Background: an optimization exercise with open tools, aiming at small area, a short achievable clock period and few clock cycles. Do not read the settings as production practice.
The RTL was checked by simulation tests, not by an equivalence proof against the original design.
Power and IR drop assume default switching activity.

**design/flow/design.v**
```verilog
package ldcr_pkg;
    localparam int COL_W  = 10;
    localparam int ROW_W  = 10;
    localparam int PIX_W  = 8;
    localparam int CNT_W  = 20;
    localparam int SUM_W  = 30;
    localparam int LEFT_W = 10;
    localparam int CROP_W = 11;
    localparam int COEF_W = 32;
endpackage
import ldcr_pkg::*;
module ldcr_pix (
    input  logic              i_clk,
    input  logic              i_rst_n,
    input  logic              i_vld,
    input  logic              i_last,
    input  logic [47:0]       i_data,
    input  logic [LEFT_W-1:0] i_left,
    input  logic [CROP_W-1:0] i_width,
    input  logic [CROP_W-1:0] i_rows,
    output logic              o_hit,
    output logic              o_last,
    output logic [COL_W-1:0]  o_col,
    output logic [ROW_W-1:0]  o_row,
    output logic              o_l2
);
    localparam logic [511:0] TAB_KL = 512'h002aaaeaa9aaaaeaa5a9aaaa95a9aaaa95a5a9aa5595a9aa5595a5a95555a5a9555595a5545555a5545555955054559550545550000000000000000000000000;
    function automatic logic [1:0] tab_kl(input logic [7:0] k);
        tab_kl = TAB_KL[k * 2 +: 2];
    endfunction
    localparam logic [4095:0] TAB_L = 4096'h0505050505050505050505050505050404040404040404040404040404040404040404040404040404040404040404040404040404040404040404040404040404040404040404040404040303030303030303030303030303030303030303030303030303030303030303030303030303030303030303030303030303030303030303030303030202020202020202020202020202020202020202020202020202020202020202020202020202020202020202020202020202020202020202020202020101010101010101010101010101010101010101010101010101010101010101010101010101010101010101010101010101010101010101010101ffff0505050505050505050505050505050504040404040404040404040404040404040404040404040404040404040404040404040404040404040404040404040404040404040404040404040303030303030303030303030303030303030303030303030303030303030303030303030303030303030303030303030303030303030303030303030302020202020202020202020202020202020202020202020202020202020202020202020202020202020202020202020202020202020202020202020201010101010101010101010101010101010101010101010101010101010101010101010101010101010101010101010101010101010101010101ffff;
    function automatic logic [7:0] tab_l(input logic [8:0] k);
        tab_l = TAB_L[k * 8 +: 8];
    endfunction
    localparam logic [1535:0] TAB_KH = 1536'h9249248e38e39238e38e38e38e38e36e38db6db6db6db6db6db6db6da6da69a69a69a69a69a69a4924924924924924924924914514514514514514514514492492492492492492492482082082082082082082082000000000000000000000009249248e38e49238e38e38e38e38e36e38db6db6db6db6db6db6db6da6da69a69a69a69a69a69a492492492492492492492492451451451451451451451449249249249249249249249208208208208208208208200000000000000000000000;
    function automatic logic [2:0] tab_kh(input logic [8:0] k);
        tab_kh = TAB_KH[k * 3 +: 3];
    endfunction
    logic [COL_W-1:0] col;
    logic [ROW_W-1:0] row;
    logic [PIX_W-1:0] blu, grn, red;
    logic             in_win, gt, rmax, rok, sat_hi, pre_ok;
    logic [2:0]       mlim;
    logic [PIX_W:0]   gb, bg, rb, rg;
    logic [PIX_W-1:0] d, a;
    always_comb begin
        col    = i_data[9:0];
        row    = i_data[19:10];
        blu    = i_data[27:20];
        grn    = i_data[35:28];
        red    = i_data[43:36];
        in_win = (col >= i_left)
              && ({2'b0, col} < ({2'b0, i_left} + {1'b0, i_width}))
              && ({1'b0, row} < i_rows);
        gb     = {1'b0, grn} - {1'b0, blu};
        bg     = {1'b0, blu} - {1'b0, grn};
        rb     = {1'b0, red} - {1'b0, blu};
        rg     = {1'b0, red} - {1'b0, grn};
        gt     = bg[PIX_W];
        rmax   = !rb[PIX_W] && !rg[PIX_W];
        rok    = (red >= 8'd50) && (red <= 8'd250);
        d      = gt ? rb[PIX_W-1:0] : rg[PIX_W-1:0];
        a      = gt ? gb[PIX_W-1:0] : bg[PIX_W-1:0];
        if (red < 8'd57)        mlim = 3'd1;
        else if (red < 8'd114)  mlim = 3'd2;
        else if (red < 8'd170)  mlim = 3'd3;
        else if (red < 8'd226)  mlim = 3'd4;
        else if (red == 8'd226) mlim = 3'd5;
        else if (red == 8'd227) mlim = 3'd4;
        else                    mlim = 3'd5;
        sat_hi = gt ? (blu >= {5'b0, mlim}) : (grn >= {5'b0, mlim});
        pre_ok = i_vld && in_win && rmax && rok && sat_hi;
    end
    logic             r_p, r_gt, r_l;
    logic [PIX_W-1:0] r_d, r_a;
    logic [5:0]       r_dl;
    logic [COL_W-1:0] r_c;
    logic [ROW_W-1:0] r_r;
    always_ff @(posedge i_clk) begin
        if (!i_rst_n) begin
            r_p <= 1'b0;
            r_l <= 1'b0;
        end else begin
            r_p <= pre_ok;
            r_l <= i_vld && i_last;
        end
    end
    always_ff @(posedge i_clk) begin
        r_gt <= gt;
        r_d  <= d;
        r_a  <= a;
        r_dl <= 6'(red[7:2] - {2'b0, red[7:4]}) + {4'b0, tab_kl(red)};
        r_c  <= col;
        r_r  <= row;
    end
    logic             red_ok, r_h3, r_l3;
    logic [COL_W-1:0] r_c3;
    logic [ROW_W-1:0] r_r3;
    always_comb begin
        red_ok = (r_d >= {2'b0, r_dl})
              && (r_a >= tab_l({r_gt, r_d}))
              && ({1'b0, r_a} <= {2'b0, r_d[7:1]} + {6'b0, tab_kh({r_gt, r_d})});
    end
    always_ff @(posedge i_clk) begin
        if (!i_rst_n) begin
            r_h3 <= 1'b0;
            r_l3 <= 1'b0;
        end else begin
            r_h3 <= r_p && red_ok;
            r_l3 <= r_l;
        end
    end
    always_ff @(posedge i_clk) begin
        r_c3 <= r_c;
        r_r3 <= r_r;
    end
    assign o_hit  = r_h3;
    assign o_last = r_l3;
    assign o_col  = r_c3;
    assign o_row  = r_r3;
    assign o_l2   = r_l;
endmodule
import ldcr_pkg::*;
module ldcr_div (
    input  logic [33:0] i_a,
    input  logic [33:0] i_b,
    input  logic        i_ci,
    output logic [33:0] o_s
);
    logic [34:0] t;
    always_comb begin
        t   = {i_a, 1'b1} + {i_b, i_ci};
        o_s = t[34:1];
    end
endmodule
import ldcr_pkg::*;
module ldcr_ctrl (
    input  logic i_clk,
    input  logic i_rst_n,
    input  logic i_s_tvalid,
    input  logic i_s_tlast,
    input  logic i_l1,      
    input  logic i_l2,      
    input  logic i_l3,      
    input  logic i_pend,
    input  logic i_free,
    input  logic i_snap,
    output logic o_s_tready
);
    logic       r_rdy, acc_last;
    logic [2:0] n_next;
    always_comb begin
        acc_last = i_s_tvalid && r_rdy && i_s_tlast;
        n_next   = 3'(acc_last) + 3'(i_l1) + 3'(i_l2)
                 + 3'(i_l3 && !i_snap) + 3'(i_pend && !i_snap);
    end
    always_ff @(posedge i_clk) begin
        if (!i_rst_n) begin
            r_rdy <= 1'b1;
        end else begin
            r_rdy <= (n_next == 3'd0) || ((n_next == 3'd1) && i_free && !i_snap);
        end
    end
    assign o_s_tready = r_rdy;
endmodule
import ldcr_pkg::*;
module ldcr_dp (
    input  logic              i_clk,
    input  logic              i_rst_n,
    input  logic              i_hit,
    input  logic              i_last,
    input  logic [COL_W-1:0]  i_col,
    input  logic [ROW_W-1:0]  i_row,
    input  logic [COEF_W-1:0] i_off,
    input  logic [COEF_W-1:0] i_slope,
    input  logic [COEF_W-1:0] i_shift,
    input  logic              i_m_tready,
    output logic              o_free,
    output logic              o_snap,
    output logic              o_pend,
    output logic              o_done,
    output logic              o_m_tvalid,
    output logic [55:0]       o_m_tdata,
    output logic [1:0]        o_m_tuser
);
    logic [CNT_W-1:0] r_cnt, cnt_b;
    logic [SUM_W-1:0] r_csum, r_rsum, csum_b, rsum_b;
    logic             r_pend, r_done, add, snap, free;
    logic             r_idle, r_rdiv, r_cmov, r_cdiv, r_minit, r_dabs, r_mul, r_neg1, r_neg2, r_div, r_fin;
    logic             r_dsel;       
    logic             r_ovld;
    logic             r_snap, snap_n, pend_n, idle_n, ovld_n, nonzero;
    always_comb begin
        free    = r_idle && !r_ovld;
        snap    = r_snap;
        nonzero = r_cnt != '0;
        pend_n  = (r_pend || r_done) && !snap;
        idle_n  = (r_idle && !(snap && nonzero)) || r_fin;
        ovld_n  = (r_ovld && !i_m_tready) || (snap && !nonzero) || r_fin;
        snap_n  = (i_last || pend_n) && idle_n && !ovld_n;
        cnt_b   = snap ? '0 : r_cnt;
        csum_b  = snap ? '0 : r_csum;
        rsum_b  = snap ? '0 : r_rsum;
        add     = i_hit && (cnt_b != '1);
    end
    always_ff @(posedge i_clk) begin
        if (!i_rst_n) begin
            r_cnt  <= '0;
            r_csum <= '0;
            r_rsum <= '0;
        end else begin
            r_cnt  <= cnt_b + CNT_W'(add);
            r_csum <= csum_b + (add ? SUM_W'(i_col) : '0);
            r_rsum <= rsum_b + (add ? SUM_W'(i_row) : '0);
        end
    end
    always_ff @(posedge i_clk) begin
        if (!i_rst_n) begin
            r_done <= 1'b0;
            r_pend <= 1'b0;
            r_snap <= 1'b0;
        end else begin
            r_done <= i_last;
            r_pend <= pend_n;
            r_snap <= snap_n;
        end
    end
    logic [33:0]      r_r;
    logic [31:0]      r_q, r_d;
    logic [ROW_W-1:0] r_cr;
    logic [4:0]       r_n;
    logic             r_dneg, r_dz, r_neg, r_c, r_ofound, r_ook;
    logic [COL_W-1:0] r_cc;
    logic             last_n, rdiv_n, cdiv_n, div_n;
    logic [33:0] a, b, s;
    logic        ci, qb;
    always_comb begin
        a = ({34{r_dsel}}         & {r_r[32:0], r_q[31]})
          | ({34{r_mul}}          & r_r)
          | ({34{r_neg2}}         & ~r_r)
          | ({34{r_neg1}}         & ~{2'b0, r_q})
          | ({34{r_fin}}          & {2'b0, r_q})
          | ({34{r_minit}}        & {{2{i_shift[31]}}, i_shift});
        b = ({34{r_dsel | r_dabs}}         & ({2'b0, r_d} ^ {34{!r_r[33] | r_dabs}}))
          | ({34{r_mul & r_q[0]}}          & {{2{i_slope[31]}}, i_slope})
          | ({34{r_minit}}                 & {8'b0, r_cr, 16'b0});
        ci = (r_dsel & !r_r[33]) | r_dabs | r_neg1
           | (r_neg2 & r_c) | (r_fin & r_neg);
        qb = !s[33];
        last_n  = ((r_rdiv || r_cdiv) && r_n == 5'd9) || (r_mul && r_n == 5'd15)
               || (r_div && r_n == 5'd31);
        rdiv_n  = (r_idle && snap && nonzero) || (r_rdiv && !last_n);
        cdiv_n  = r_cmov || (r_cdiv && !last_n);
        div_n   = (r_neg1 && !r_r[33]) || r_neg2 || (r_div && !last_n);
    end
    always_ff @(posedge i_clk) begin
        if (!i_rst_n) begin
            r_idle  <= 1'b1;
            r_rdiv  <= 1'b0;
            r_cmov  <= 1'b0;
            r_cdiv  <= 1'b0;
            r_dsel  <= 1'b0;
            r_minit <= 1'b0;
            r_dabs  <= 1'b0;
            r_mul   <= 1'b0;
            r_neg1  <= 1'b0;
            r_neg2  <= 1'b0;
            r_div   <= 1'b0;
            r_fin   <= 1'b0;
            r_ovld  <= 1'b0;
        end else begin
            r_idle  <= idle_n;
            r_rdiv  <= rdiv_n;
            r_cmov  <= r_rdiv && last_n;
            r_cdiv  <= cdiv_n;
            r_dsel  <= rdiv_n || cdiv_n || div_n;
            r_minit <= r_cdiv && last_n;
            r_dabs  <= r_minit;
            r_mul   <= r_dabs || (r_mul && !last_n);
            r_neg1  <= r_mul && last_n;
            r_neg2  <= r_neg1 && r_r[33];
            r_div   <= div_n;
            r_fin   <= r_div && last_n;
            r_ovld  <= ovld_n;
        end
    end
    always_ff @(posedge i_clk) begin
        if (!i_rst_n || snap) begin
            r_n <= '0;
        end else if (r_rdiv || r_cdiv || r_mul || r_div) begin
            r_n <= last_n ? 5'd0 : r_n + 1'b1;
        end
    end
    always_ff @(posedge i_clk) begin
        if (snap) begin
            r_d      <= {12'b0, r_cnt};
            r_r      <= {14'b0, r_rsum[SUM_W-1:COL_W]};
            r_q      <= {r_rsum[COL_W-1:0], r_csum[SUM_W-1:8]};
            r_cc     <= r_csum[COL_W-1:0];
            r_cr     <= '0;
            r_ofound <= nonzero;
            r_ook    <= 1'b0;
        end
        if (r_dsel) begin
            r_r <= s;
            r_q <= {r_q[30:0], qb ^ (r_div & r_neg)};
        end
        if (r_cmov) begin
            r_cr <= r_q[9:0];
            r_r  <= {14'b0, r_q[31:12]};
            r_q  <= {r_q[11:10], r_cc[7:0], 22'b0};
        end
        if (r_minit) begin
            r_cc   <= r_q[9:0];
            r_r    <= {{2{i_off[31]}}, i_off};
            r_q    <= {22'b0, r_cr};
            r_d    <= s[31:0];
            r_dneg <= s[33];
        end
        if (r_dabs) begin
            r_dz <= ({r_dneg, r_d} == '0);
            if (r_dneg) r_d <= s[31:0];
        end
        if (r_mul) begin
            r_r <= {s[33], s[33:1]};
            r_q <= {s[0], r_q[31:1]};
        end
        if (r_neg1) begin
            r_neg <= r_r[33] ^ r_dneg;
            if (r_r[33]) begin
                r_q <= s[31:0];
                r_c <= !s[32];
            end
        end
        if (r_neg2) begin
            r_r <= s;
        end
        if (r_fin) begin
            if (r_dz)         r_r <= '0;
            else if (r_q[31] ^ r_neg) r_r <= {2'b0, r_neg ? 32'h8000_0000 : 32'h7FFF_FFFF};
            else              r_r <= {2'b0, s[31:0]};
            r_ook <= !r_dz;
        end
    end
    ldcr_div u_add (
        .i_a  (a),
        .i_b  (b),
        .i_ci (ci),
        .o_s  (s)
    );
    assign o_free     = free;
    assign o_snap     = snap;
    assign o_pend     = r_pend;
    assign o_done     = r_done;
    assign o_m_tvalid = r_ovld;
    assign o_m_tdata  = {4'b0, r_r[31:0], r_cr, r_cc};
    assign o_m_tuser  = {r_ook, r_ofound};
endmodule
import ldcr_pkg::*;
module laser_dot_centroid_ranger (
    input  logic                 i_clk,
    input  logic                 i_rst_n,
    input  logic                 s_axis_tvalid,
    output logic                 s_axis_tready,
    input  logic [47:0]          s_axis_tdata,
    input  logic                 s_axis_tlast,
    output logic                 m_axis_tvalid,
    input  logic                 m_axis_tready,
    output logic [55:0]          m_axis_tdata,
    output logic [1:0]           m_axis_tuser,
    input  logic                 i_cfg_we,
    input  logic [2:0]           i_cfg_idx,
    input  logic [COEF_W-1:0]    i_cfg_data
);
    logic [LEFT_W-1:0] r_left;
    logic [CROP_W-1:0] r_width, r_rows;
    logic [COEF_W-1:0] r_off, r_slope, r_shift;
    always_ff @(posedge i_clk) begin
        if (!i_rst_n) begin
            r_left  <= LEFT_W'(224);
            r_width <= CROP_W'(192);
            r_rows  <= CROP_W'(479);
            r_off   <= '0;
            r_slope <= '0;
            r_shift <= '0;
        end else if (i_cfg_we) begin
            case (i_cfg_idx)
                3'd0: r_left  <= i_cfg_data[LEFT_W-1:0];
                3'd1: r_width <= i_cfg_data[CROP_W-1:0];
                3'd2: r_rows  <= i_cfg_data[CROP_W-1:0];
                3'd3: r_off   <= i_cfg_data;
                3'd4: r_slope <= i_cfg_data;
                3'd5: r_shift <= i_cfg_data;
                default: ;
            endcase
        end
    end
    logic             pix_acc, hit, last2, last3, free, snap, pend, done;
    logic [COL_W-1:0] col;
    logic [ROW_W-1:0] row;
    assign pix_acc = s_axis_tvalid && s_axis_tready;
    ldcr_ctrl u_ctrl (
        .i_clk      (i_clk),
        .i_rst_n    (i_rst_n),
        .i_s_tvalid (s_axis_tvalid),
        .i_s_tlast  (s_axis_tlast),
        .i_l1       (last2),
        .i_l2       (last3),
        .i_l3       (done),
        .i_pend     (pend),
        .i_free     (free),
        .i_snap     (snap),
        .o_s_tready (s_axis_tready)
    );
    ldcr_pix u_pix (
        .i_clk   (i_clk),
        .i_rst_n (i_rst_n),
        .i_vld   (pix_acc),
        .i_last  (s_axis_tlast),
        .i_data  (s_axis_tdata),
        .i_left  (r_left),
        .i_width (r_width),
        .i_rows  (r_rows),
        .o_hit   (hit),
        .o_last  (last3),
        .o_col   (col),
        .o_row   (row),
        .o_l2    (last2)
    );
    ldcr_dp u_dp (
        .i_clk      (i_clk),
        .i_rst_n    (i_rst_n),
        .i_hit      (hit),
        .i_last     (last3),
        .i_col      (col),
        .i_row      (row),
        .i_off      (r_off),
        .i_slope    (r_slope),
        .i_shift    (r_shift),
        .i_m_tready (m_axis_tready),
        .o_free     (free),
        .o_snap     (snap),
        .o_pend     (pend),
        .o_done     (done),
        .o_m_tvalid (m_axis_tvalid),
        .o_m_tdata  (m_axis_tdata),
        .o_m_tuser  (m_axis_tuser)
    );
endmodule
```
**design/flow/run.sh**
```bash
#!/bin/bash
# synth_recipe.tcl (not shown) runs the flow's synth.tcl, then flattens the netlist and writes it again
# the make line also repeats each setting of config.mk as NAME=value (left out here)
make -C /OpenROAD-flow-scripts/flow DESIGN_CONFIG=/design/flow/config.mk WORK_HOME=/design/flow/orfs CLKGATE_MAP_FILE= SYNTH_SCRIPT=/design/flow/synth_recipe.tcl finish
```
**design/flow/config.mk**
```make
export PLATFORM = sky130hd
export DESIGN_NAME = laser_dot_centroid_ranger
export DESIGN_NICKNAME = laser_dot_centroid_ranger
export VERILOG_FILES = /design/flow/design.v
export SDC_FILE = /design/flow/constraint.sdc
export NUM_CORES = 4
export LEC_CHECK = 0
export ABC_AREA = 1
export CAP_MARGIN = 20
export CORE_MARGIN = 2
export CORE_UTILIZATION = 60
export CTS_BUF_LIST = sky130_fd_sc_hd__clkbuf_8
export CTS_CLUSTER_DIAMETER = 50
export CTS_CLUSTER_SIZE = 16
export PLACE_DENSITY = 0.75
export SETUP_SLACK_MARGIN = 5
export SLEW_MARGIN = 20
export SYNTH_MEMORY_MAX_BITS = 16384
export TNS_END_PERCENT = 100
```
**design/flow/constraint.sdc**
```tcl
create_clock -name core_clock -period 9.0 [get_ports {i_clk}]
set_input_delay 1.8000 -clock core_clock [delete_from_list [all_inputs] [get_ports {i_clk}]]
set_output_delay 1.8000 -clock core_clock [all_outputs]
set_load 0.01 [all_outputs]
```
==> results of run 1 <==
## layer usage
layer / track usage (%) / vias to the layer above
met3: 11.66 / 356
met2: 61.98 / 1895
met5: 0 / -
met4: 22.27 / 2
met1: 58.94 / 13410
li1: - / 13610
## kinds of logic after synthesis
logic type               synth area share (%)
AO/OA/AOI/OAI                           21.10
other                                 0.01356
AND/OR/NAND/NOR                         24.10
buffers and inverters                   11.56
XOR/XNOR                                1.575
multiplexers                           0.1810
adder cells (fa/ha/maj)                 8.815
flip-flops                              32.65
## area by class of cell
cell class                      instances  area [um^2]  share of cell area [%]
Antenna cell                            2        5.005                 0.01613
Clock buffer                           50        688.2                   2.217
Clock inverter                         35        421.7                   1.359
Inverter                              587         2275                   7.329
Multi-Input combinational cell       2873        15840                   51.04
Sequential cell                       421         9056                   29.18
Tap cell                              600        750.7                   2.419
Timing Repair Buffer                  204         1986                   6.398
Timing Repair inverter                  2        12.51                 0.04031
## cells in the final DEF (no fill, tap or decap), types with 63 or more instances in the layout
cell and n:
nand2_1 798, clkdlybuf4s50_1 130, nor2_1 430, dfxtp_1 351, ha_1 170, o22ai_1 63, a21oi_1 334, nand3_1 167
inv_1 563, o21ai_0 421
## power breakdown
part	leakage [nW]	switching, mW	internal, mW
clock	0.566	0.856	0.664
sequential	3.52	0.124	2.01
combinational	9.48	0.436	0.288
## how the worst max path moves through the flow
stage	to	slack, ns	cells after the start
detailed placement	u_pix.r_dl[5]$_DFF_P_	3.63	18
global route	u_dp.r_rsum[26]$_SDFF_PN0_	4.82	21
finish	u_dp.r_r[29]$_DFFE_PP_	5.10	18
CTS	u_pix.r_h3$_SDFF_PN0_	5.01	21
floorplan	u_pix.r_dl[5]$_DFF_P_	4.85	17
global placement	u_pix.r_dl[5]$_DFF_P_	3.69	18
## metrics by stage
stage	cell area (um^2)	utilization [%]	hold slack (ns)	std cells	setup slack, ns
after global routing	31030	68.23	0.3269	4772	4.822
after detailed placement	29090	63.96	0.3121	4642	3.634
final	31040	68.25	0.3154	4774	5.099
after global placement	29090	63.96	0.3102	4642	3.690
after floorplan	27730	-	0.3096	4083	4.855
after CTS	30470	66.99	0.3167	4742	5.006
## state kept, by name, indices dropped and copies added (netlist names), 30 cells and up
register,flops
u_dp.r_q,32
r_shift,32
r_slope,32
u_dp.r_d,32
r_off,32
u_dp.r_r,34
u_dp.r_csum,30
u_dp.r_rsum,30
## worst reg2reg max path, delay by kind of cell (launching register included)
family,cells,cell delay (ns)
flops,1,0.34
compound gates,2,0.39
simple gates,12,1.70
fa+ha+maj,1,0.46
buf+inv,3,0.80
## repair_timing
action	in CTS	in global routing
pin swaps	1	28
setup buffers	12	24
resized for setup	57	96
cloned	3	6
endpoints found under the setup margin	137	91
==> flow_summary.yaml, run 1 <==
clocking:
  clockBufferDepth: 3
  cts_buffers: 47
  holdBufCountCts: 0
  clk_pin_slew_ns: 0.10
  cts_tree: "built"
  htreeDepth: 2
  clk_latency_ns: 0.70
  root_buffer: "clkbuf_8"
  clkSinkCount: 421
worst_setup_path:
  slowest_stage: "fa_1"
  crit_family: "simple AND/OR/NAND/NOR gates"
  cp.arrival_ns: 4.34
  crit_start: "u_dp.r_mul$_SDFF_PN0_"
  worstPathRequired_ns: 9.44
  worstSetupPathType: "flop to flop"
  critPathMaxFanout: 23
  crit_top_cell: "nand2_1"
  r2r_slack_ns: 5.10
  reg2reg_depth: 18
  critPathLaunchType: "flop"
  cp-end-kind: "flop"
  timing.rr.start: "u_dp.r_mul$_SDFF_PN0_"
  slowest_delay_ns: 0.46
  rr_endpoint: "u_dp.r_r[29]$_DFFE_PP_"
  cp_num_buf_inv: 3
  cp_cell_sequence: "buf_4 > nand2_2 > clkinvlp_4 > a22oi_1 > fa_1 > inv_1 > nand3_1 > nand2_2 > nand2_1 > nand2_1 > nand2_1 > nand2_1 > nand2_1 > nand2_1 > nand2_1 > and2_2 > o21ai_0 > nand2_1"
hold_path:
  min_to: "u_pix.r_r3[2]$_DFF_P_"
  min_path_type: "flop to flop"
  worstHoldStart: "u_pix.r_r[2]$_DFF_P_"
  hold-path-cell-count: 0
sta:
  fin_skew_ns: 0.06104
  max-slew-margin-rel_pct: 16.50
  setup_tns_ns: 0
  drv_slew: 0
  rsz0062_at_grt: "true"
  finalCritPeriodShare_pct: 43.34
  fmax_mhz: 256.4
  period_needed_ns: 3.901
  tightest_slew_ns: 1.248
  setup_viol: 0
  finalHoldViolCount: 0
layout:
  fillCellCount: 4213
  drive_above_1_share_pct: 7.335
  nNetsFinal: 4412
  syn_to_final_growth_pct: 12.25
routing:
  top_layer_used: "met5"
  wire_per_inst_um: 22.56
  antenna_left: 0
  drtIter0Drc: 4396
  viasPerCell: 6.132
  finalWirelength_um: 107700
  met2WireLength_um: 43340
  met1_length_um: 43040
  vias: 29280
  drtPass1Iterations: 9
  wl_met3_um: 14440
  drc_errors: 0
synthesis:
  yosysWarnings: 5
  yosysTopAreaCell: "dfxtp_1"
  netlist_instances: 4080
  seq_area_frac_synth_pct: 32.65
  netlist_top_cells_area: "dfxtp_1, nand2_1, ha_1"
  synth_top_area_share_pct: 26.14
  synth_cell_types: 68
  syn_area_um2: 27650
  yosys-top-cells-count: "nand2_1, inv_1, nor2_1"
  yosysMostFrequentCell: "nand2_1"
  avgSynthCellArea_um2: 6.777
  async_flop_share_pct: 0
  ys_seq_elements: 421
  ys.flop_type: "dfxtp_1"
  synth-edff-count: 60
grt:
  antenna_found_initial: 3
  grt_max_degree: 103
  grt_first_pass_wirelength_um: 154500
  grt_use_total_pct: 43.10
  grt_pass1_vias: 25710
  grt_overflow_total: 0
die:
  num_rows: 78
  ios: 149
  dieWidth_um: 218.7
  initial_utilization_pct: 60.80
  core_um2: 45480
  die_y_um: 218.7
  die_area_um2: 47810
placement:
  io_buffers: 140
  gp_routability_congestion: 1.066
  place_hpwl_um: 79080
job:
  max_cap_viol_count: 0
pwr:
  ir_drop_uv: 164.3
  p_per_area_nw_per_um2: 141.0
  p_leak_nw: 13.56
  total_power_mw: 4.376
run_status:
  run_status: "finished clean"
Testbench counts, summed over its fixed seeds: cycles 43,134.
==> run 2: changes to the inputs <==
--- a/design/flow/config.mk
+++ b/design/flow/config.mk
@@ -5,14 +5,12 @@
 export SDC_FILE = /design/flow/constraint.sdc
 export NUM_CORES = 4
 export LEC_CHECK = 0
-export ABC_AREA = 1
 export CAP_MARGIN = 20
 export CORE_MARGIN = 2
-export CORE_UTILIZATION = 60
+export CORE_UTILIZATION = 40
 export CTS_BUF_LIST = sky130_fd_sc_hd__clkbuf_8
 export CTS_CLUSTER_DIAMETER = 50
 export CTS_CLUSTER_SIZE = 16
-export PLACE_DENSITY = 0.75
 export SETUP_SLACK_MARGIN = 5
 export SLEW_MARGIN = 20
 export SYNTH_MEMORY_MAX_BITS = 16384
==> run 2 against run 1 <==
Critical path depth increased by 3. First-iteration DRC count decreased by 40%. Clock power increased by 9.9%. Global-route usage decreased by 16 points. Largest cell class unchanged.
==> flow_summary.yaml, run 2 <==
run_status:
  run_status: "finished clean"
synthesis:
  synth.area.mux_share_pct: 5.985
  synth_top_area_share_pct: 27.48
  yosys.area_share.simple_pct: 18.45
  yosys-top-cells-count: "nand2_1, dfxtp_1, a21oi_1"
  netlist_instances: 3225
  synth_cell_types: 92
  seq_area_frac_synth_pct: 34.33
  synth-xor-area-share_pct: 4.606
  netlist_top_cells_area: "dfxtp_1, ha_1, nand2_1"
  async_flop_share_pct: 0
  avgSynthCellArea_um2: 8.154
  yosysMostFrequentCell: "nand2_1"
  ys.flop_type: "dfxtp_1"
  synth-edff-count: 60
  synth_top_family_by_area: "compound AO/OA/AOI/OAI gates"
  ys_seq_elements: 421
  yosysTopAreaCell: "dfxtp_1"
  synth_compound_area_share_pct: 21.52
  yosysWarnings: 5
  syn_area_um2: 26300
  synth_adder_area_share_pct: 9.306
worst_setup_path:
  cp.arrival_ns: 4.69
  crit_end: "u_pix.r_h3$_SDFF_PN0_"
  reg2reg_depth: 21
  rr_endpoint: "u_pix.r_h3$_SDFF_PN0_"
  r2r_slack_ns: 4.88
  worstPathRequired_ns: 9.57
  worstSetupPathType: "flop to flop"
  timing.rr.start: "u_pix.r_d[1]$_DFF_P_"
  critPathMaxFanout: 3
  critPathLaunchType: "flop"
  cp-end-kind: "flop"
  crit_start: "u_pix.r_d[1]$_DFF_P_"
die:
  die_y_um: 260.4
  num_rows: 94
  initial_utilization_pct: 40.22
  dieWidth_um: 260.4
  core_um2: 65390
  ios: 149
  die_area_um2: 67810
job:
  max_cap_viol_count: 0
sta:
  fin_skew_ns: 0.06191
  finalCritPeriodShare_pct: 45.73
  rsz0062_at_grt: "true"
  worst_slack_ns: 4.884
  tightest_slew_ns: 1.227
  setup_tns_ns: 0
  drv_slew: 0
  fmax_mhz: 243.0
  period_needed_ns: 4.116
  setup_viol: 0
  max-slew-margin-rel_pct: 18.03
  finalHoldViolCount: 0
layout:
  stdcell_area_um2: 31030
  drive_above_1_share_pct: 13.38
  nNetsFinal: 3594
  largest_reg_flops: 34
  multi_input_area_um2: 16560
  mostFrequentLayoutCell: "nand2_1"
  ff_latch_area_um2: 9101
  final_cell_count_no_fill: 4227
  final_cell_mix: "nand2_1, dfxtp_1, a21oi_1"
  syn_to_final_growth_pct: 17.98
  top_register: "u_dp.r_r"
  fillCellCount: 6503
placement:
  dp_slack_ns: 3.335
  io_buffers: 140
  place_hpwl_um: 65140
  place_inst: 4050
  gp_routability_congestion: 0.9608
  dpl-instance-area_um2: 28200
clocking:
  holdBufCountCts: 0
  cts_buffers: 53
  htreeDepth: 2
  root_buffer: "clkbuf_8"
  clk_latency_ns: 0.72
  clkSinkCount: 421
  clockBufferDepth: 3
  clk_pin_slew_ns: 0.10
  cts_tree: "built"
grt:
  met2_usage_pct: 40.08
  grt_pass1_vias: 22410
  grt_use_total_pct: 26.67
  grt_max_degree: 92
  grt_first_pass_wirelength_um: 138000
  grt_overflow_total: 0
  gr-max-usage-layer: "met2"
  grtUsageMet3_pct: 4.477
  antenna_found_initial: 3
  use_met1_pct: 36.64
routing:
  drc_errors: 0
  drtIter0Drc: 2628
  wire_per_inst_um: 22.35
  finalWirelength_um: 94460
  viasPerCell: 5.781
  antenna_left: 0
  vias: 24440
  drtPass1Iterations: 6
pwr:
  p_per_area_nw_per_um2: 140.3
  p_leak_nw: 12.07
  total_power_mw: 4.353
  ir_drop_uv: 101.7
hold_path:
  min_path_type: "flop to flop"
run 2: changes by cell type in the layout (fill, tap and decap cells not counted), moves of 55 or more:
cell	delta
inv_1	-428
nand2_1	-308
o21ai_0	-234
nor2_1	-222
mux2i_1	+105
nand3_1	-100
o22ai_1	-60
nor2b_1	+55
run 2: cells by family (layout without fill, tap and decap cells):
kind of cell / Yosys count / after routing
adders and majority gates: 188 / 188
xor gates and xnor gates: 134 / 134
and+or+nand+nor: 1070 / 1070
AOI/OAI and AO/OA: 896 / 899
muxes: 152 / 152
buffers and inverters: 363 / 494
other: 1 / 5
DFF: 421 / 421
run 2: area by class of cell:
type | instances | area share, %
inverter | 139 | 1.730
clock inverter | 43 | 1.601
timing repair buffer | 256 | 7.985
multi-input combinational | 2447 | 53.38
tap | 864 | 3.484
clock buffer | 56 | 2.484
sequential | 421 | 29.33
antenna | 1 | 0.008065
run 2: metal layers:
metal | up-vias | part of all wire (%)
met3 | 223 | 8.5
met1 | 11590 | 43
met2 | 1060 | 43
li1 | 11560 | -
met4 | 4 | 5.6
met5 | - | 0.022
run 2: worst min-delay path by stage:
stage                               startpoint                     to  slack [ns]  depth (start not counted)
final                     u_pix.r_r[5]$_DFF_P_  u_pix.r_r3[5]$_DFF_P_        0.32                          0
after global routing      u_pix.r_r[5]$_DFF_P_  u_pix.r_r3[5]$_DFF_P_        0.32                          0
after CTS                 u_pix.r_r[5]$_DFF_P_  u_pix.r_r3[5]$_DFF_P_        0.32                          0
after detailed placement  u_pix.r_c[2]$_DFF_P_  u_pix.r_c3[2]$_DFF_P_        0.31                          0
after global placement    u_pix.r_r[1]$_DFF_P_  u_pix.r_r3[1]$_DFF_P_        0.31                          0
after floorplan           u_pix.r_c[0]$_DFF_P_  u_pix.r_c3[0]$_DFF_P_        0.31                          0
run 2: metrics by stage:
step                      hold slack, ns  utilization, %
after detailed placement          0.3121           43.12
after global placement            0.3111           43.12
after floorplan                   0.3096               -
after CTS                         0.3229           46.06
after global routing              0.3232           47.45
final                             0.3221           47.45
run 2: power breakdown:
part           internal [mW]  switching (mW)
Clock                  0.779           0.890
Combinational          0.295           0.347
Sequential              1.96          0.0767
run 2: worst max-delay path, cell delays in order, from the launching register on:
cell,delay [ns]
dfxtp_4,0.35
or2_4,0.26
a21oi_2,0.11
nor2_1,0.05
o21ai_1,0.14
a31o_2,0.13
o311a_1,0.17
a221oi_1,0.09
a21oi_1,0.18
ha_2,0.20
inv_1,0.05
fa_1,0.48
ha_1,0.31
nor2b_1,0.13
o21a_1,0.16
o21a_1,0.16
o21a_1,0.16
o21a_1,0.16
o21a_1,0.16
o21a_1,0.17
o22a_1,0.21
a2111oi_2,0.19
run 2: what timing repair did:
action                     in CTS  in global routing
pin swaps                      20                 51
setup buffers                  35                 36
gates cloned                    2                  3
setup endpoints to repair     128                 96
gates resized for setup       113                154
==> run 3: changes to the inputs <==
--- a/design/flow/config.mk
+++ b/design/flow/config.mk
@@ -5,6 +5,7 @@
 export SDC_FILE = /design/flow/constraint.sdc
 export NUM_CORES = 4
 export LEC_CHECK = 0
+export ABC_AREA = 1
 export CAP_MARGIN = 20
 export CORE_MARGIN = 2
 export CORE_UTILIZATION = 40
==> run 3 against run 2 <==
Still clean on timing, DRC and antenna. Count of clock-buffer cells in the layout is 6 higher. Clock skew is 0.013 ns lower. Register-to-register slack better by 0.25 ns. First-iteration DRC count is 21% higher. Sequential cell count stayed put. Cell count is 20% higher. Via count is 15% higher. Critical path type unchanged.
==> flow_summary.yaml, run 3 <==
clocking:
  clk_latency_ns: 0.73
  clk_pin_slew_ns: 0.09
  htreeDepth: 2
  clockBufferDepth: 3
  cts_buffers: 58
  root_buffer: "clkbuf_8"
  clkSinkCount: 421
  holdBufCountCts: 0
  cts_tree: "built"
sta:
  fin_skew_ns: 0.04924
  period_needed_ns: 3.865
  finalCritPeriodShare_pct: 42.94
  rsz0062_at_grt: "false"
  worst_hold_slack_ns: 0.3233
  finalHoldViolCount: 0
  setup_tns_ns: 0
  setup_viol: 0
  max-slew-margin-rel_pct: 23.51
  drv_slew: 0
  fmax_mhz: 258.7
  tightest_slew_ns: 1.137
job:
  max_cap_viol_count: 0
synthesis:
  yosysTopAreaCell: "dfxtp_1"
  synth_cell_types: 68
  avgSynthCellArea_um2: 6.777
  synth_top_area_share_pct: 26.14
  yosys-top-cells-count: "nand2_1, inv_1, nor2_1"
  ys.flop_type: "dfxtp_1"
  yosysMostFrequentCell: "nand2_1"
  seq_area_frac_synth_pct: 32.65
  syn_area_um2: 27650
  async_flop_share_pct: 0
  ys_seq_elements: 421
  netlist_instances: 4080
  netlist_top_cells_area: "dfxtp_1, nand2_1, ha_1"
  yosysWarnings: 5
  synth-edff-count: 60
worst_setup_path:
  critPathMaxFanout: 73
  crit_top_cell: "nand2_1"
  critPathLaunchType: "flop"
  slowest_stage: "dfxtp_2"
  slowest_delay_ns: 0.35
  cp_cell_sequence: "buf_12 > clkinv_16 > nand2_8 > buf_4 > buf_4 > nand3_1 > nand3_1 > ha_1 > inv_1 > o21bai_1 > a31oi_1 > nand2_1 > a21oi_4 > nand2_1 > nand2_1 > nand3_1 > nand2_2 > nand2_1 > nand2_1 > nand2_1"
  cp.arrival_ns: 4.35
  worstSetupPathType: "flop to flop"
  cp-end-kind: "flop"
  worstPathRequired_ns: 9.48
layout:
  nNetsFinal: 4419
  largest_reg_flops: 34
  syn_to_final_growth_pct: 14.47
  mostFrequentLayoutCell: "nand2_1"
  stdcell_area_um2: 31650
  fillCellCount: 7113
  top_register: "u_dp.r_r"
  drive_above_1_share_pct: 7.584
  final_util_pct: 46.23
  final_cell_mix: "nand2_1, inv_1, nor2_1"
grt:
  grt_pass1_vias: 25350
  met2_usage_pct: 44.71
  grt_first_pass_wirelength_um: 158000
  use_met1_pct: 40.26
  grt_overflow_total: 0
  gr-max-usage-layer: "met2"
  grt_max_degree: 78
  antenna_found_initial: 6
  grtUsageMet3_pct: 5.877
  grt_use_total_pct: 29.38
hold_path:
  min_path_type: "flop to flop"
die:
  ios: 149
  initial_utilization_pct: 40.38
  die_area_um2: 71240
  dieWidth_um: 266.9
  num_rows: 96
  core_um2: 68470
  die_y_um: 266.9
pwr:
  total_power_mw: 4.663
  p_per_area_nw_per_um2: 147.3
  combPwrFrac_pct: 15.6
  p_sw_mw: 1.529
  ir_drop_uv: 105.6
  p_leak_nw: 13.72
  seq_power_share_pct: 45.6
  pwr-share-clk_pct: 38.7
  power.internal_mw: 3.134
  swShare_pct: 32.79
placement:
  io_buffers: 140
  dpl-instance-area_um2: 29490
  gp_routability_congestion: 1.009
  place_hpwl_um: 80240
routing:
  antenna_left: 0
  drtIter0Drc: 3180
  finalWirelength_um: 108000
  viasPerCell: 5.536
  vias: 28100
  drtPass1Iterations: 8
  wire_per_inst_um: 21.27
  drc_errors: 0
run_status:
  run_status: "finished clean"
run 3: cell count changes after synthesis, moves of 59 or more:
| cell | before | now |
|---|---|---|
| inv_1 | 136 | 573 |
| mux2i_1 | 110 | 5 |
| nand2_1 | 492 | 810 |
| nand3_1 | 69 | 169 |
| nor2_1 | 213 | 447 |
| nor2b_1 | 60 | 1 |
| o21ai_0 | 213 | 431 |
| o22ai_1 | 4 | 64 |
run 3: worst paths after layout:
check,depth (start not counted),end,start,slack [ns]
worst max-delay path,20,u_dp.r_r[30]$_DFFE_PP_,u_dp.r_dsel$_SDFF_PN0_,5.13
worst min register to register,0,u_pix.r_c3[6]$_DFF_P_,u_pix.r_c[6]$_DFF_P_,0.32
worst min-delay path,0,u_pix.r_c3[6]$_DFF_P_,u_pix.r_c[6]$_DFF_P_,0.32
worst max register to register,20,u_dp.r_r[30]$_DFFE_PP_,u_dp.r_dsel$_SDFF_PN0_,5.13
run 3: area by class of cell:
type,instances,area [um^2],share of cell area (%)
well taps,882,1104,3.487
clock inverters,48,565.5,1.787
multi-input cells,2870,15780,49.84
diodes,1,2.502,0.007906
flip-flops and latches,421,9047,28.59
repair buffers,205,2042,6.452
inverters,587,2261,7.143
clock buffers,62,853.3,2.696
run 3: cell families (layout without fill, tap and decap cells):
| kind of cell | after synthesis | after routing | synth area share [%] |
|---|---|---|---|
| compound gates | 1031 | 1032 | 21.10 |
| mux | 5 | 5 | 0.1810 |
| xor+xnor | 48 | 48 | 1.575 |
| simple gates | 1593 | 1594 | 24.10 |
| fa+ha+maj | 187 | 187 | 8.815 |
| other cells | 1 | 5 | 0.01356 |
| buf+inv | 794 | 902 | 11.56 |
| flops | 421 | 421 | 32.65 |
run 3: worst max-delay path: cells and delay by family, from the launching register on:
kind / cells / cell delay [ns]
compound gates: 3 / 0.63
fa+ha+maj: 1 / 0.31
buf+inv: 5 / 0.94
flops: 1 / 0.35
simple gates: 11 / 1.32
run 3: per-stage QoR:
| step | cells | worst slack (ns) |
|---|---|---|
| 4_1_cts | 5050 | 4.855 |
| 6_report | 5076 | 5.135 |
| 5_1_grt | 5076 | 4.990 |
| 3_5_place_dp | 4929 | 3.564 |
| 3_3_place_gp | 4929 | 3.571 |
| 2_1_floorplan | 4083 | 4.855 |
run 3: repair_timing:
| action | CTS | global route |
|---|---|---|
| pin swaps | 1 | 8 |
| setup endpoints to repair | 85 | 83 |
| gates cloned | 1 | 2 |
| gates resized for setup | 42 | 92 |
| setup buffers | 10 | 23 |
run 3: power by group through the flow:
stage	Combinational (mW)	Sequential [mW]	Clock, mW
after floorplan	0.484	2.10	0
after global placement	0.676	2.16	0
after detailed placement	0.687	2.16	0
after CTS	0.694	2.12	1.83
after global routing	0.827	2.13	1.91
final	0.729	2.13	1.81
run 3: layer usage:
metal	vias up	routed length (um)	share of wire, %
met4	2	4982	4.6
li1	13670	-	-
met2	1321	46120	43
met1	12880	46580	43
met3	222	10270	9.5
met5	-	9	0.0083
==> run 4: changes to the inputs <==
--- a/design/flow/config.mk
+++ b/design/flow/config.mk
@@ -15,4 +15,4 @@
 export SETUP_SLACK_MARGIN = 5
 export SLEW_MARGIN = 20
 export SYNTH_MEMORY_MAX_BITS = 16384
-export TNS_END_PERCENT = 100
+export TNS_END_PERCENT = 0
==> run 4 against run 3 <==
Still clean on timing, DRC and antenna. Synthesized area stayed put. Core utilization is 0.26 points lower. Synthesized cell count stayed put. Combinational power is 1% lower. Non-clock buffer count is 4 lower. Global-route usage is 0.14 points lower. Sequential power hardly changed. Clock power hardly changed. Largest cell class unchanged.
==> flow_summary.yaml, run 4 <==
placement:
  place_hpwl_um: 80240
  dpl-instance-area_um2: 29490
  io_buffers: 140
  gp_routability_congestion: 1.009
synthesis:
  ys_seq_elements: 421
  netlist_instances: 4080
  yosysTopAreaCell: "dfxtp_1"
  synth-edff-count: 60
  yosysWarnings: 5
  netlist_top_cells_area: "dfxtp_1, nand2_1, ha_1"
  yosysMostFrequentCell: "nand2_1"
  synth_top_area_share_pct: 26.14
  seq_area_frac_synth_pct: 32.65
  avgSynthCellArea_um2: 6.777
  syn_area_um2: 27650
  yosys-top-cells-count: "nand2_1, inv_1, nor2_1"
  async_flop_share_pct: 0
  synth_cell_types: 68
  ys.flop_type: "dfxtp_1"
hold_path:
  min_path_type: "flop to flop"
sta:
  fmax_mhz: 248.6
  finalHoldViolCount: 0
  setup_tns_ns: 0
  fin_skew_ns: 0.03999
  setup_viol: 0
  rsz0062_at_grt: "true"
  finalCritPeriodShare_pct: 44.69
  period_needed_ns: 4.022
  tightest_slew_ns: 1.160
  drv_slew: 0
  max-slew-margin-rel_pct: 21.98
die:
  die_y_um: 266.9
  initial_utilization_pct: 40.38
  dieWidth_um: 266.9
  die_area_um2: 71240
  core_um2: 68470
  num_rows: 96
  ios: 149
clocking:
  htreeDepth: 2
  root_buffer: "clkbuf_8"
  clockBufferDepth: 3
  cts_buffers: 58
  clkSinkCount: 421
  cts_tree: "built"
  clk_pin_slew_ns: 0.09
  clk_latency_ns: 0.72
  holdBufCountCts: 0
pwr:
  p_per_area_nw_per_um2: 147.8
  p_leak_nw: 13.67
  ir_drop_uv: 105.6
  combPwrFrac_pct: 15.5
  pwr-share-clk_pct: 38.8
  seq_power_share_pct: 45.7
  swShare_pct: 32.73
  p_sw_mw: 1.523
  power.internal_mw: 3.129
  total_power_mw: 4.652
routing:
  drtIter0Drc: 3019
  drtPass1Iterations: 8
  vias: 28020
  antenna_left: 0
  viasPerCell: 5.523
  finalWirelength_um: 107800
  drc_errors: 0
  wire_per_inst_um: 21.25
layout:
  largest_reg_flops: 34
  multi_input_area_um2: 15680
  stdcell_area_um2: 31470
  drive_above_1_share_pct: 7.185
  syn_to_final_growth_pct: 13.82
  ff_latch_area_um2: 9044
  mostFrequentLayoutCell: "nand2_1"
  nNetsFinal: 4415
  fillCellCount: 7133
  final_cell_mix: "nand2_1, inv_1, nor2_1"
  top_register: "u_dp.r_r"
worst_setup_path:
  critPathLaunchType: "flop"
  critPathMaxFanout: 20
  cp.arrival_ns: 4.49
  worstSetupPathType: "flop to flop"
  worstPathRequired_ns: 9.47
  cp-end-kind: "flop"
grt:
  grt_overflow_total: 0
  grt_max_degree: 78
  grt_use_total_pct: 29.24
  grt_first_pass_wirelength_um: 157200
  antenna_found_initial: 6
  grt_pass1_vias: 25240
run_status:
  run_status: "finished clean"
job:
  max_cap_viol_count: 0
-- run 4: cell counts after synthesis --
Identical to the previous run, type by type.
-- run 4: repair_timing --
action                     4_1_cts  5_1_grt
cloned                           1        2
pin swaps                        1        6
buffers inserted                 7       22
setup endpoints to repair       85      101
gates resized for setup         32       67
-- run 4: final cells by class --
| cell class | instances | area share (%) |
|---|---|---|
| flip-flops and latches | 421 | 28.74 |
| clock inverters | 48 | 1.797 |
| clock buffers | 62 | 2.712 |
| repair buffers | 201 | 6.218 |
| multi-input cells | 2870 | 49.84 |
| well taps | 882 | 3.507 |
| diodes | 2 | 0.01590 |
| inverters | 587 | 7.173 |
-- run 4: power groups by stage --
stage                     registers [mW]  clock network, mW  logic (mW)
after floorplan                     2.10                  0       0.484
after global placement              2.16                  0       0.676
after detailed placement            2.16                  0       0.687
after CTS                           2.12               1.83       0.694
after global routing                2.13               1.91       0.816
final                               2.13               1.80       0.719
-- run 4: metrics by stage --
stage | worst slack (ns) | util, % | std cells | hold slack (ns)
3_5_place_dp | 3.564 | 43.07 | 4929 | 0.3121
3_3_place_gp | 3.571 | 43.06 | 4929 | 0.3107
5_1_grt | 4.831 | 45.96 | 5072 | 0.3251
4_1_cts | 4.855 | 45.39 | 5047 | 0.3291
2_1_floorplan | 4.855 | - | 4083 | 0.3096
6_report | 4.978 | 45.96 | 5073 | 0.3209
-- run 4: worst max-delay path, cell delays in order (launching register included) --
cell and delay [ns]:
edfxtp_1 0.58, nand2_4 0.16, buf_12 0.20, clkinv_2 0.13, buf_6 0.23, nand2_1 0.07, a32o_1 0.26, ha_1 0.39
a21oi_1 0.24, o21ai_0 0.20, inv_1 0.14, nand2_1 0.11, a21oi_4 0.25, nand2_1 0.17, nand2_1 0.10, nand3_1 0.12
nand2_2 0.16, nand2_1 0.07, nand2_1 0.08, nand2_1 0.08
-- run 4: cell families (layout without fill, tap and decap cells) --
group / count (synthesis) / in the layout / share of synthesized area, %
AOI/OAI and AO/OA: 1031 / 1032 / 21.10
xor gates and xnor gates: 48 / 48 / 1.575
adders and majority gates: 187 / 187 / 8.815
buffers and inverters: 794 / 898 / 11.56
DFF: 421 / 421 / 32.65
muxes: 5 / 5 / 0.1810
other: 1 / 6 / 0.01356
and+or+nand+nor: 1593 / 1594 / 24.10
-- run 4: layer usage --
metal  vias up  track usage, %  wire length, um
met4         2           12.22             5221
met1     12860           40.38            46900
met3       236           5.333             9800
li1      13650               -                -
met5         -               0                9
met2      1270           44.66            45890
-- run 4: path summary, 6_finish.rpt --
path | from | to | slack [ns] | depth (start not counted)
min | u_pix.r_c[6]$_DFF_P_ | u_pix.r_c3[6]$_DFF_P_ | 0.32 | 0
max | u_dp.r_r[33]$_SDFFCE_PP0P_ | u_dp.r_r[30]$_DFFE_PP_ | 4.98 | 19
min reg2reg | u_pix.r_c[6]$_DFF_P_ | u_pix.r_c3[6]$_DFF_P_ | 0.32 | 0
max reg2reg | u_dp.r_r[33]$_SDFFCE_PP0P_ | u_dp.r_r[30]$_DFFE_PP_ | 4.98 | 19
==> run 5: changes to the inputs <==
--- a/design/flow/config.mk
+++ b/design/flow/config.mk
@@ -11,8 +11,8 @@
 export CORE_UTILIZATION = 40
 export CTS_BUF_LIST = sky130_fd_sc_hd__clkbuf_8
 export CTS_CLUSTER_DIAMETER = 50
-export CTS_CLUSTER_SIZE = 16
+export CTS_CLUSTER_SIZE = 20
 export SETUP_SLACK_MARGIN = 5
 export SLEW_MARGIN = 20
 export SYNTH_MEMORY_MAX_BITS = 16384
-export TNS_END_PERCENT = 0
+export TNS_END_PERCENT = 100
==> run 5 against run 4 <==
Maximum frequency up 3.3%. Worst hold slack better by 0.0030 ns. Non-clock buffer count up 4. Count of clock-buffer cells in the layout down 2. Critical endpoint is now u_dp.r_r[7]$_DFFE_PP_. Critical path type unchanged.
==> flow_summary.yaml, run 5 <==
worst_setup_path:
  cp.arrival_ns: 4.37
  cp-end-kind: "flop"
  r2r_slack_ns: 5.11
  critPathMaxFanout: 19
  worstSetupPathType: "flop to flop"
  critPathLaunchType: "flop"
  worstPathRequired_ns: 9.48
synthesis:
  synth_compound_area_share_pct: 21.10
  synth-edff-count: 60
  synth.area.mux_share_pct: 0.1810
  netlist_top_cells_area: "dfxtp_1, nand2_1, ha_1"
  yosysMostFrequentCell: "nand2_1"
  netlist_instances: 4080
  seq_area_frac_synth_pct: 32.65
  synth_adder_area_share_pct: 8.815
  synth-xor-area-share_pct: 1.575
  syn_area_um2: 27650
  avgSynthCellArea_um2: 6.777
  ys_seq_elements: 421
  synth_top_area_share_pct: 26.14
  yosysTopAreaCell: "dfxtp_1"
  yosys.area_share.simple_pct: 24.10
  yosys-top-cells-count: "nand2_1, inv_1, nor2_1"
  async_flop_share_pct: 0
  yosysWarnings: 5
  ys.flop_type: "dfxtp_1"
  synth_top_family_by_area: "simple AND/OR/NAND/NOR gates"
  synth_cell_types: 68
job:
  max_cap_viol_count: 0
sta:
  tightest_slew_ns: 1.083
  worst_slack_ns: 5.108
  period_needed_ns: 3.892
  finalHoldViolCount: 0
  setup_tns_ns: 0
  fin_skew_ns: 0.05119
  fmax_mhz: 256.9
  rsz0062_at_grt: "true"
  drv_slew: 0
  max-slew-margin-rel_pct: 27.17
  setup_viol: 0
  finalCritPeriodShare_pct: 43.25
grt:
  grt_max_degree: 78
  grt_first_pass_wirelength_um: 157300
  grt_use_total_pct: 29.21
  antenna_found_initial: 6
  grt_overflow_total: 0
  grt_pass1_vias: 25260
die:
  initial_utilization_pct: 40.38
  die_area_um2: 71240
  ios: 149
  dieWidth_um: 266.9
  num_rows: 96
  core_um2: 68470
  die_y_um: 266.9
routing:
  wire_per_inst_um: 21.20
  drtIter0Drc: 3018
  drtPass1Iterations: 6
  viasPerCell: 5.516
  drc_errors: 0
  antenna_left: 0
  finalWirelength_um: 107600
  vias: 27990
layout:
  final_cell_count_no_fill: 5075
  top_register: "u_dp.r_r"
  fillCellCount: 7100
  final_cell_mix: "nand2_1, inv_1, nor2_1"
  final_util_pct: 46.29
  nNetsFinal: 4419
  syn_to_final_growth_pct: 14.62
  mostFrequentLayoutCell: "nand2_1"
  drive_above_1_share_pct: 7.657
  largest_reg_flops: 34
pwr:
  seq_power_share_pct: 44.9
  p_per_area_nw_per_um2: 149.6
  swShare_pct: 33.58
  p_leak_nw: 13.71
  power.internal_mw: 3.150
  ir_drop_uv: 114.1
  p_sw_mw: 1.592
  pwr-share-clk_pct: 39.8
  combPwrFrac_pct: 15.3
clocking:
  htreeDepth: 2
  clockBufferDepth: 3
  cts_tree: "built"
  clkSinkCount: 421
  holdBufCountCts: 0
  clk_latency_ns: 0.73
  clk_pin_slew_ns: 0.11
  root_buffer: "clkbuf_8"
  cts_buffers: 57
placement:
  gp_routability_congestion: 1.009
  place_inst: 4929
  place_hpwl_um: 80240
  dp_slack_ns: 3.564
  io_buffers: 140
run_status:
  run_status: "finished clean"
hold_path:
  min_path_type: "flop to flop"
## run 5: cell counts after synthesis
No cell type changed its count.
## run 5: kinds of logic after synthesis
kind of cell,Yosys count
AO/OA/AOI/OAI,1031
XOR/XNOR,48
adder cells (fa/ha/maj),187
buffers and inverters,794
flip-flops,421
multiplexers,5
other,1
AND/OR/NAND/NOR,1593
## run 5: worst paths after layout
path / startpoint / end / cells after the start
max: u_dp.r_r[33]$_SDFFCE_PP0P_ / u_dp.r_r[7]$_DFFE_PP_ / 15
max reg2reg: u_dp.r_r[33]$_SDFFCE_PP0P_ / u_dp.r_r[7]$_DFFE_PP_ / 15
min reg2reg: u_pix.r_c[6]$_DFF_P_ / u_pix.r_c3[6]$_DFF_P_ / 0
min: u_pix.r_c[6]$_DFF_P_ / u_pix.r_c3[6]$_DFF_P_ / 0
## run 5: through the flow
step | power, mW | cell area [um^2] | hold slack, ns
final | 4.742 | 31690 | 0.3239
after global routing | 4.949 | 31690 | 0.3228
after CTS | 4.725 | 31180 | 0.3301
after detailed placement | 2.851 | 29490 | 0.3121
after global placement | 2.840 | 29480 | 0.3107
after floorplan | 2.589 | 27730 | 0.3096
## run 5: final cells by class
type                       instances  area, um^2  area share (%)
timing repair inverter             1       5.005         0.01579
multi-input combinational       2870       15780           49.78
timing repair buffer             205        2008           6.337
tap                              882        1104           3.482
clock inverter                    48       664.4           2.096
inverter                         587        2257           7.123
sequential                       421        9049           28.55
antenna                            1       2.502        0.007896
clock buffer                      60       825.8           2.606
## run 5: worst max-delay path: stages (launching register included)
cell	delay (ns)
edfxtp_1	0.54
nand2_4	0.15
clkbuf_16	0.23
or2_2	0.28
a32o_1	0.23
ha_1	0.37
nand2_1	0.17
o21bai_1	0.26
inv_1	0.07
nand2_1	0.14
xor2_2	0.56
inv_1	0.15
o21ai_0	0.17
a21oi_1	0.09
o21ai_0	0.15
nand2_1	0.06
## run 5: layer usage
layer | GRT usage, % | up-vias | part of all wire (%)
met3 | 5.508 | 231 | 9.3
met4 | 12.78 | 2 | 4.8
li1 | - | 13660 | -
met5 | 0 | - | 0.016
met2 | 44.31 | 1298 | 43
met1 | 40.26 | 12800 | 43
## run 5: power by group through the flow
stage                     Sequential, mW  Clock, mW  Combinational, mW
after detailed placement            2.16          0              0.687
after CTS                           2.12       1.91              0.694
after global routing                2.13       1.99              0.826
after global placement              2.16          0              0.676
final                               2.13       1.89              0.728
after floorplan                     2.10          0              0.484
## run 5: repair_timing
| item | CTS | global route |
|---|---|---|
| setup endpoints to repair | 82 | 81 |
| cloned | 0 | 4 |
| pin swaps | 1 | 9 |
| gates resized for setup | 46 | 90 |
| buffers inserted | 7 | 26 |
==> run 6: changes to the inputs <==
--- a/design/flow/config.mk
+++ b/design/flow/config.mk
@@ -10,7 +10,7 @@
 export CORE_MARGIN = 2
 export CORE_UTILIZATION = 40
 export CTS_BUF_LIST = sky130_fd_sc_hd__clkbuf_8
-export CTS_CLUSTER_DIAMETER = 50
+export CTS_CLUSTER_DIAMETER = 60
 export CTS_CLUSTER_SIZE = 20
 export SETUP_SLACK_MARGIN = 5
 export SLEW_MARGIN = 20
==> run 6 against run 5 <==
Cell count down 0.73%. Die area unchanged. Routed wire length up 0.26%. Sequential power about the same. Synthesized area unchanged. First-iteration DRC count up 3.7%. Maximum frequency up 0.32%. Clock power down 27%.
==> flow_summary.yaml, run 6 <==
layout:
  top_register: "u_dp.r_r"
  stdcell_area_um2: 31110
  mostFrequentLayoutCell: "nand2_1"
  drive_above_1_share_pct: 6.909
  final_util_pct: 45.44
  final_cell_mix: "nand2_1, inv_1, nor2_1"
  syn_to_final_growth_pct: 12.53
  largest_reg_flops: 34
  nNetsFinal: 4398
synthesis:
  netlist_instances: 4080
  seq_area_frac_synth_pct: 32.65
  synth_cell_types: 68
  ys.flop_type: "dfxtp_1"
  yosys-top-cells-count: "nand2_1, inv_1, nor2_1"
  yosysWarnings: 5
  netlist_top_cells_area: "dfxtp_1, nand2_1, ha_1"
  ys_seq_elements: 421
  yosysMostFrequentCell: "nand2_1"
  async_flop_share_pct: 0
  synth-edff-count: 60
  avgSynthCellArea_um2: 6.777
  synth_top_area_share_pct: 26.14
  yosysTopAreaCell: "dfxtp_1"
  syn_area_um2: 27650
clocking:
  htreeDepth: 2
  clk_pin_slew_ns: 0.11
  clkSinkCount: 421
  clk_latency_ns: 0.69
  root_buffer: "clkbuf_8"
  cts_buffers: 40
  cts_tree: "built"
  clockBufferDepth: 3
sta:
  drv_slew: 0
  worst_slack_ns: 5.120
  rsz0062_at_grt: "true"
  setup_tns_ns: 0
  tightest_slew_ns: 1.155
  fin_skew_ns: 0.03545
  finalCritPeriodShare_pct: 43.11
  max-slew-margin-rel_pct: 22.28
  setup_viol: 0
  finalHoldViolCount: 0
  fmax_mhz: 257.7
  period_needed_ns: 3.880
grt:
  grt_pass1_vias: 25110
  grt_first_pass_wirelength_um: 157500
  grt_max_degree: 78
  grt_overflow_total: 0
  antenna_found_initial: 6
  grt_use_total_pct: 29.31
die:
  initial_utilization_pct: 40.38
  ios: 149
  core_um2: 68470
  die_y_um: 266.9
  num_rows: 96
  dieWidth_um: 266.9
  die_area_um2: 71240
routing:
  antenna_left: 0
  drc_errors: 0
  drtPass1Iterations: 8
  wire_per_inst_um: 21.41
  finalWirelength_um: 107900
  viasPerCell: 5.533
  vias: 27880
  drtIter0Drc: 3131
pwr:
  pwr-share-clk_pct: 32.6
  power.internal_mw: 2.831
  p_leak_nw: 13.41
  swShare_pct: 32.95
  seq_power_share_pct: 50.4
  total_power_mw: 4.223
  combPwrFrac_pct: 17.1
  p_sw_mw: 1.392
  ir_drop_uv: 95.53
  p_per_area_nw_per_um2: 135.7
worst_setup_path:
  cp-end-kind: "flop"
  worstSetupPathType: "flop to flop"
  cp.arrival_ns: 4.31
  critPathLaunchType: "flop"
  reg2reg_depth: 16
  worstPathRequired_ns: 9.43
  critPathMaxFanout: 44
placement:
  gp_routability_congestion: 1.009
  io_buffers: 140
  place_hpwl_um: 80240
  dp_slack_ns: 3.564
  dpl-instance-area_um2: 29490
run_status:
  run_status: "finished clean"
hold_path:
  min_path_type: "flop to flop"
  hold-path-cell-count: 0
job:
  max_cap_viol_count: 0
-- run 6: cell counts after synthesis --
No cell type changed its count.
-- run 6: power by group through the flow --
stage	logic [mW]	registers, mW	clock network (mW)
final	0.721	2.13	1.38
after CTS	0.695	2.12	1.40
after detailed placement	0.687	2.16	0
after global placement	0.676	2.16	0
after global routing	0.819	2.13	1.47
after floorplan	0.484	2.10	0
-- run 6: final cells by class --
cell class	instances	area, um^2
Fill cell	7143	37350
Tap cell	882	1104
Antenna cell	2	5.005
Timing Repair Buffer	201	1982
Timing Repair inverter	1	11.26
Clock inverter	30	311.5
Inverter	587	2260
Clock buffer	44	605.6
Multi-Input combinational cell	2870	15790
Sequential cell	421	9047
-- run 6: cell families after synthesis --
kind of cell | synth area share (%)
adders and majority gates | 8.815
other | 0.01356
and+or+nand+nor | 24.10
DFF | 32.65
muxes | 0.1810
xor gates and xnor gates | 1.575
AOI/OAI and AO/OA | 21.10
buffers and inverters | 11.56
-- run 6: per-stage QoR --
stage               std cells  hold slack [ns]
floorplan                4083           0.3096
global placement         4929           0.3107
detailed placement       4929           0.3121
CTS                      5015           0.3198
global route             5037           0.3107
finish                   5038           0.3158
-- run 6: worst max-delay path, cell delays in order (launching register included) --
cell,delay (ns)
dfxtp_4,0.50
buf_8,0.28
a221oi_1,0.33
o221ai_1,0.29
ha_1,0.45
nand2_1,0.16
o21bai_1,0.25
inv_1,0.07
nand2_1,0.18
nand2_1,0.15
nand2_2,0.16
nand3_1,0.15
nand2_1,0.11
nand2_1,0.08
and2_1,0.20
o21ai_0,0.16
nand2_1,0.07
-- run 6: final timing paths --
check	startpoint	to	slack (ns)
setup / recovery	u_dp.r_minit$_SDFF_PN0_	u_dp.r_r[31]$_DFFE_PP_	5.12
hold / removal	u_pix.r_c[6]$_DFF_P_	u_pix.r_c3[6]$_DFF_P_	0.32
setup reg to reg	u_dp.r_minit$_SDFF_PN0_	u_dp.r_r[31]$_DFFE_PP_	5.12
hold reg to reg	u_pix.r_c[6]$_DFF_P_	u_pix.r_c3[6]$_DFF_P_	0.32
-- run 6: timing repair --
item                       in CTS  in global routing
hold buffers                    0                  0
gates resized for setup        51                 87
setup endpoints to repair      84                 65
pin swaps                       1                  7
gates cloned                    1                  3
buffers inserted               11                 18
-- run 6: layer usage --
metal | GRT usage [%] | up-vias | part of all wire, %
met2 | 44.26 | 1369 | 42
li1 | - | 13580 | -
met5 | 0 | - | 0.016
met4 | 12.62 | 2 | 4.8
met1 | 40.45 | 12710 | 43
met3 | 5.831 | 214 | 9.8
==> run 7: changes to the inputs <==
--- a/design/flow/config.mk
+++ b/design/flow/config.mk
@@ -8,10 +8,10 @@
 export ABC_AREA = 1
 export CAP_MARGIN = 20
 export CORE_MARGIN = 2
-export CORE_UTILIZATION = 40
+export CORE_UTILIZATION = 50
 export CTS_BUF_LIST = sky130_fd_sc_hd__clkbuf_8
-export CTS_CLUSTER_DIAMETER = 60
-export CTS_CLUSTER_SIZE = 20
+export CTS_CLUSTER_DIAMETER = 50
+export CTS_CLUSTER_SIZE = 16
 export SETUP_SLACK_MARGIN = 5
 export SLEW_MARGIN = 20
 export SYNTH_MEMORY_MAX_BITS = 16384
==> run 7 against run 6 <==
Worst hold slack improved by 0.018 ns. Synthesized cell count unchanged. Largest power group unchanged. First-iteration DRC count grew 7.8%. Setup slack better by 0.040 ns. Power is 8.4% higher. Clock power is 25% higher. Routed wire length grew 1.5%. Count of clock-buffer cells in the layout grew 10. Clock skew is 0.017 ns higher. Register-to-register slack gained 0.04 ns. Sequential cell count unchanged.
==> flow_summary.yaml, run 7 <==
run_status:
  run_status: "finished clean"
worst_setup_path:
  crit_top_cell: "nand2_1"
  cp-end-kind: "flop"
  slowest_stage: "ha_2"
  cp_cell_sequence: "inv_4 > buf_12 > o22ai_1 > a221oi_1 > o211ai_1 > ha_2 > nand2_1 > nor2_1 > inv_1 > nor2_1 > nand3_2 > nand2_1 > nand2_1 > nand2_1 > nand2_1 > nand2_4 > nand2_1 > nand2_1 > nand2_1"
  slowest_delay_ns: 0.47
  cp.arrival_ns: 4.32
  cp_num_buf_inv: 3
  worstSetupPathType: "flop to flop"
  worstPathRequired_ns: 9.48
  critPathLaunchType: "flop"
  crit_family: "simple AND/OR/NAND/NOR gates"
  critPathMaxFanout: 28
placement:
  io_buffers: 140
  place_hpwl_um: 81620
  gp_routability_congestion: 1.065
synthesis:
  netlist_top_cells_area: "dfxtp_1, nand2_1, ha_1"
  yosysMostFrequentCell: "nand2_1"
  synth_top_area_share_pct: 26.14
  yosysTopAreaCell: "dfxtp_1"
  ys.flop_type: "dfxtp_1"
  seq_area_frac_synth_pct: 32.65
  synth_cell_types: 68
  avgSynthCellArea_um2: 6.777
  synth-edff-count: 60
  yosysWarnings: 5
  syn_area_um2: 27650
  async_flop_share_pct: 0
  ys_seq_elements: 421
  netlist_instances: 4080
  yosys-top-cells-count: "nand2_1, inv_1, nor2_1"
hold_path:
  min_path_type: "flop to flop"
grt:
  grt_use_total_pct: 37.15
  antenna_found_initial: 5
  grt_first_pass_wirelength_um: 159100
  grt_pass1_vias: 25330
  grt_max_degree: 100
  grt_overflow_total: 0
sta:
  fin_skew_ns: 0.05219
  fmax_mhz: 260.4
  drv_slew: 0
  finalHoldViolCount: 0
  max-slew-margin-rel_pct: 23.88
  finalCritPeriodShare_pct: 42.67
  tightest_slew_ns: 1.141
  rsz0062_at_grt: "false"
  period_needed_ns: 3.840
  setup_viol: 0
  setup_tns_ns: 0
die:
  die_y_um: 239.2
  ios: 149
  dieWidth_um: 239.2
  initial_utilization_pct: 50.38
  die_area_um2: 57200
  num_rows: 86
  core_um2: 54880
job:
  max_cap_viol_count: 0
layout:
  final_cell_mix: "nand2_1, inv_1, nor2_1"
  mostFrequentLayoutCell: "nand2_1"
  top_register: "u_dp.r_r"
  fillCellCount: 5543
  nNetsFinal: 4419
  drive_above_1_share_pct: 7.830
  final_util_pct: 57.31
  largest_reg_flops: 34
  syn_to_final_growth_pct: 13.76
clocking:
  clockBufferDepth: 3
  htreeDepth: 2
  clk_pin_slew_ns: 0.09
  holdBufCountCts: 0
  clkSinkCount: 421
  cts_buffers: 54
  root_buffer: "clkbuf_8"
  cts_tree: "built"
  clk_latency_ns: 0.72
routing:
  viasPerCell: 5.814
  drtPass1Iterations: 6
  drc_errors: 0
  vias: 28460
  wire_per_inst_um: 22.38
  finalWirelength_um: 109500
  drtIter0Drc: 3376
  antenna_left: 0
pwr:
  p_per_area_nw_per_um2: 145.6
  total_power_mw: 4.579
  ir_drop_uv: 131.3
  p_leak_nw: 13.67
[run 7: cell counts after synthesis]
No cell type changed its count.
[run 7: area by class of cell]
class | count | area [um^2] | share of cell area [%]
antenna | 2 | 5.005 | 0.01591
clock buffer | 54 | 743.2 | 2.363
clock inverter | 48 | 575.6 | 1.830
inverter | 587 | 2281 | 7.252
multi-input combinational | 2872 | 15840 | 50.36
sequential | 421 | 9055 | 28.79
tap | 704 | 880.8 | 2.801
timing repair buffer | 207 | 2073 | 6.592
[run 7: cells by family (layout without fill, tap and decap cells)]
logic type,after synthesis,in the layout,share of synthesized area (%)
multiplexers,5,5,0.1810
flip-flops,421,421,32.65
buffers and inverters,794,896,11.56
AO/OA/AOI/OAI,1031,1034,21.10
AND/OR/NAND/NOR,1593,1594,24.10
other,1,6,0.01356
XOR/XNOR,48,48,1.575
adder cells (fa/ha/maj),187,187,8.815
[run 7: worst reg2reg max path: cells and delay by family, from the launching register on]
family | cells | cell delay (ns)
adders and majority gates | 1 | 0.47
AOI/OAI and AO/OA | 3 | 0.61
buffers and inverters | 3 | 0.50
DFF | 1 | 0.43
and+or+nand+nor | 12 | 1.60
[run 7: stage by stage]
step	hold WS [ns]	std cells	area (um^2)	setup WS, ns
final	0.3335	4895	31450	5.160
after global routing	0.3381	4894	31450	4.940
after CTS	0.3320	4859	30780	4.957
after detailed placement	0.3121	4746	29220	3.659
after global placement	0.3098	4746	29220	3.627
after floorplan	0.3096	4083	27730	4.855
[run 7: worst paths after layout]
| check | startpoint | end | slack, ns | cells past startpoint |
|---|---|---|---|---|
| max | u_dp.r_neg2$_SDFF_PN0_ | u_dp.r_r[30]$_DFFE_PP_ | 5.16 | 19 |
| min | u_pix.r_r[0]$_DFF_P_ | u_pix.r_r3[0]$_DFF_P_ | 0.33 | 0 |
| max reg2reg | u_dp.r_neg2$_SDFF_PN0_ | u_dp.r_r[30]$_DFFE_PP_ | 5.16 | 19 |
| min reg2reg | u_pix.r_r[0]$_DFF_P_ | u_pix.r_r3[0]$_DFF_P_ | 0.33 | 0 |
[run 7: where the power goes]
| group | internal (mW) | switching (mW) |
|---|---|---|
| clock network | 0.766 | 0.959 |
| logic | 0.295 | 0.432 |
| registers | 2.01 | 0.119 |
| total | 3.07 | 1.51 |
[run 7: layer usage]
layer,share of wire [%],track usage (%),vias to the layer above,routed length (um)
met4,6.6,21.31,4,7194
met2,42,54.60,1448,45620
met5,0.029,0,-,32
met3,9.9,7.229,318,10820
li1,-,-,13660,-
met1,42,50.73,13030,45870
[run 7: what timing repair did]
action	CTS	global route
pin swaps	2	17
cloned	2	5
resized for setup	53	105
setup buffers	9	29
endpoints found under the setup margin	161	71
hold endpoints to repair	0	0
